From an optimization exercise on the open Yosys and OpenROAD flow, aimed at small area, a short achievable clock period and few clock cycles per item; shortcuts taken in it are not production practice.
In this exercise RTL edits were held to simulation tests only and were not proved equivalent to the original.

Setup of run 1:
## qr_cordic_top
module qr_cordic_top (
  input  logic        clk,
  input  logic        rst_n,
  input  logic        valid,
  input  logic [25:0] in_row,      
  output logic        out_valid,
  output logic [25:0] out_row      
);
  logic        take7, take_x, run, last, load_x, from_fifo, push, flush, clr;
  logic        fifo_ne;
  logic [2:0]  ph, ph_d;
  logic [25:0] fifo_q;
  logic [25:0] x_new;
  logic [12:0] x0, x1;                    
  logic [12:0] ys0, ys1, yc0, yc1;        
  logic        yk0, yk1;
  logic        sgn, sgn_n;                
  logic        mid;
  logic [25:0] ys_d, yc_d;
  logic [1:0]  yk_d;
  logic [12:0] x0_o, y0_o, x1_o, y1_o;
  logic [12:0] x0_l, y0_l, x1_l, y1_l;
  logic [12:0] gs0, gs1, gc0, gc1;
  logic        gk0, gk1;
  logic [25:0] out_s, out_c;              
  logic [1:0]  out_k;
  logic [13:0] out_t0, out_t1;
  logic [12:0] os0, os1, oc0, oc1;
  logic        ok0, ok1;
  qr_sequencer u_seq (
    .clk       (clk),
    .rst_n     (rst_n),
    .valid     (valid),
  ...
Size in the first run: about 2800 cells after synthesis, ~56 I/O pins, ~0.026 mm2 of cells after synthesis.
Settings: LEC_CHECK=0, CAP_MARGIN=20, CORE_MARGIN=2, CORE_UTILIZATION=30, SETUP_SLACK_MARGIN=4, SLEW_MARGIN=20, SYNTH_HIERARCHICAL=1, SYNTH_MINIMUM_KEEP_SIZE=10, TNS_END_PERCENT=0; clock period 10.0 ns.
run.sh (not shown) runs the stock make flow with config.mk's settings and CLKGATE_MAP_FILE= SYNTH_SCRIPT=/design/flow/synth_recipe.tcl, a recipe that flattens the netlist after the stock synthesis.
Testbench counts of run 1, summed over its fixed seeds: cycles 8,000, matrices 320.
For run 2, these inputs were changed with respect to run 1:
Settings: SETUP_SLACK_MARGIN now 3, was 4; ABC_AREA now 1, previously not set.
### Flow results
Worst setup path startpoint: sgn_n$_DFFE_PP_ -> run 2, u_givens.u_ph0_0.q[1]$_DFF_P_ -> run 1
From run 1 to run 2 the numbers moved as follows: total number of multi-input combinational cells went up about 50%, slew at the pin with the worst max-slew slack moved down, final critical-path required period went down, maximum operating frequency went up, starting DRC count in detailed routing shrank by 42.
Run 2: all stages complete, timing, DRC and antenna checks passed
For run 3, these inputs were changed with respect to run 2:
Settings: removing ABC_AREA (formerly 1); changing CORE_UTILIZATION from 30 to 45; changing SETUP_SLACK_MARGIN from 3 to 4.
## What came out
Compare run 3 and run 2 | placed instance count lower: run 3. Against run 2, area of placed instances in run 3 fell by more than 10%. Going from run 2 to run 3, required time of the critical path lower; synthesized cell count lower; setup slack after layout lower; share of cells above drive strength 1 higher. Relative to run 2, post-route clock period utilization has increased by 3.9 points in run 3.
> inputs changed (run 3 -> run 4)
Settings: SYNTH_HIERARCHICAL removed (was 1); ABC_AREA newly set to 1; SYNTH_MINIMUM_KEEP_SIZE removed (was 10); CORE_UTILIZATION changed from 45 to 30.
[summary]
When run 4 is measured against run 3, its die height turns out 20% higher. Of the two candidates, run 3 has the better wire length and run 4 the worse one. The final hold slack number comes out lower for run 3 vs run 4.
What run 5 does differently from run 4 at the input level:
Settings: SYNTH_MINIMUM_KEEP_SIZE: unset -> 10; SYNTH_HIERARCHICAL: unset -> 1.
--- outcome ---
The final layout from run 5, which completed every stage, passed the timing, design-rule and antenna checks at the end of the flow. Taking run 4 as the reference, in run 5 overall fraction of global-route tracks in use shrank by 1.5 points; number of global-route vias before repair up about 20%; post-detailed-route via-to-cell ratio now smaller; share of the final layout cell area in multi-input gates climbed 2.1 points. Met3 wire length in run 5 vs run 4: down 26%. Sort run 5 and run 4 by number of ordinary inverters in the final layout, ascending, and run 4 comes first. In the reports for run 5 and run 4, the larger global routing usage on met1 belongs to run 4. Run 5 vs. run 4: met2 wirelength from detailed routing went up by 17%; clock skew went up by 32 ps.
Relative to run 5, the following input files were edited for run 6:
Settings: a deleted ABC_AREA that had been 1; an added CELL_PAD_IN_SITES_DETAIL_PLACEMENT of 1; an added CELL_PAD_IN_SITES_GLOBAL_PLACEMENT of 1.
Relative to run 5, number of non-filler instances in the completed layout decreased by 29% in run 6.
Time the worst path needs with I/O delays and setup, run 6 and run 5: smaller value in run 5
The chip height in run 5 is 1.06 times that in run 6.
Compared with run 5, run 6 shows horizontal die dimension that has gone down by a few percent.
Run 6 vs. run 5: initial antenna violation count went down by 1.
Note that the count of multi-input combinational gates recorded for run 6 amounts to 0.65 times the value seen in run 5.
Compared with run 5, run 6 shows average footprint of a synthesized cell higher by 39%.
Post-synthesis instance area in run 6 vs run 5: down 0.0035 mm2
Between run 6 and run 5, number of cell rows is higher for run 5, run 6 comes in under that.
Compared run 6 against run 5; wire length after detailed routing within noise.

========
== JK ==
qr_cordic_top, a different RTL version from the one above (not shown whole).
Size: about 2800 cells after synthesis, roughly 200 flip-flops, ~56 I/O pins, roughly 26000 sq um of cells after synthesis.
Design qr_cordic_top, start of the top module:
module qr_cordic_top (
  input  logic        clk,
  input  logic        rst_n,
  input  logic        valid,
  input  logic [25:0] in_row,      
  output logic        out_valid,
  output logic [25:0] out_row      
);
export LEC_CHECK = 0
export CAP_MARGIN = 20
export CORE_MARGIN = 2
export CORE_UTILIZATION = 30
export SLEW_MARGIN = 20
export SYNTH_HIERARCHICAL = 1
export SYNTH_MINIMUM_KEEP_SIZE = 10
create_clock -name core_clock -period 10.0 [get_ports {clk}]
Testbench counts of JK, summed over its fixed seeds: cycles 8,000, matrices 320.
Modified inputs, MS compared to JK
Settings: SETUP_SLACK_MARGIN newly set to 3.
Measured against each other, JK and MS differ in fmax, the higher figure coming from MS. The post-CTS repair timing setup buffer count in MS sits 210 above the value recorded for JK. Summary of MS over JK: final cell count increased by 307 relative to the old numbers; worst clock skew closely matched the old numbers; non-clock buffer count increased by 260% relative to the old numbers; part of the cycle the worst path needs decreased by 13 points relative to the old numbers; wire length increased by 14% relative to the old numbers.

==> re-timing with driven ports <==
Ports are ideal in the flow. The routed layouts listed here were re-timed in OpenROAD.
Step 1 (the two cells are an assumption about what drives the block):
set clk [get_ports {clk}]
set_driving_cell -lib_cell sky130_fd_sc_hd__clkbuf_16 $clk
set_driving_cell -lib_cell sky130_fd_sc_hd__buf_2 [delete_from_list [all_inputs] $clk]
Step 2 adds t to the input delays and takes it off the output delays; t is the mean of the earliest and latest rising clock arrival at the registers after step 1. Input paths then give back, and output paths get back, about the clock's delay inside the block.
Three values: ideal ports, drivers, drivers and shift; two values: the first two.
run	t, ns	setup WS [ns]	worst data-port slew with drivers (ns)
run 1	0.615	2.919 / 2.919 / 2.919	0.06
run 2	0.657	3.329 / 3.329 / 3.329	0.04
run 3	0.612	2.934 / 2.934 / 2.934	0.04
run 4	0.636	2.723 / 2.723 / 2.723	0.06
run 5	0.647	3.893 / 3.893 / 3.893	0.11
run 6	0.634	2.855 / 2.855 / 2.855	0.05
JK	0.617	1.207 / 1.207 / 1.207	0.07
MS	0.607	2.473 / 2.473 / 2.473	0.06
After both steps every run listed still meets setup and hold.
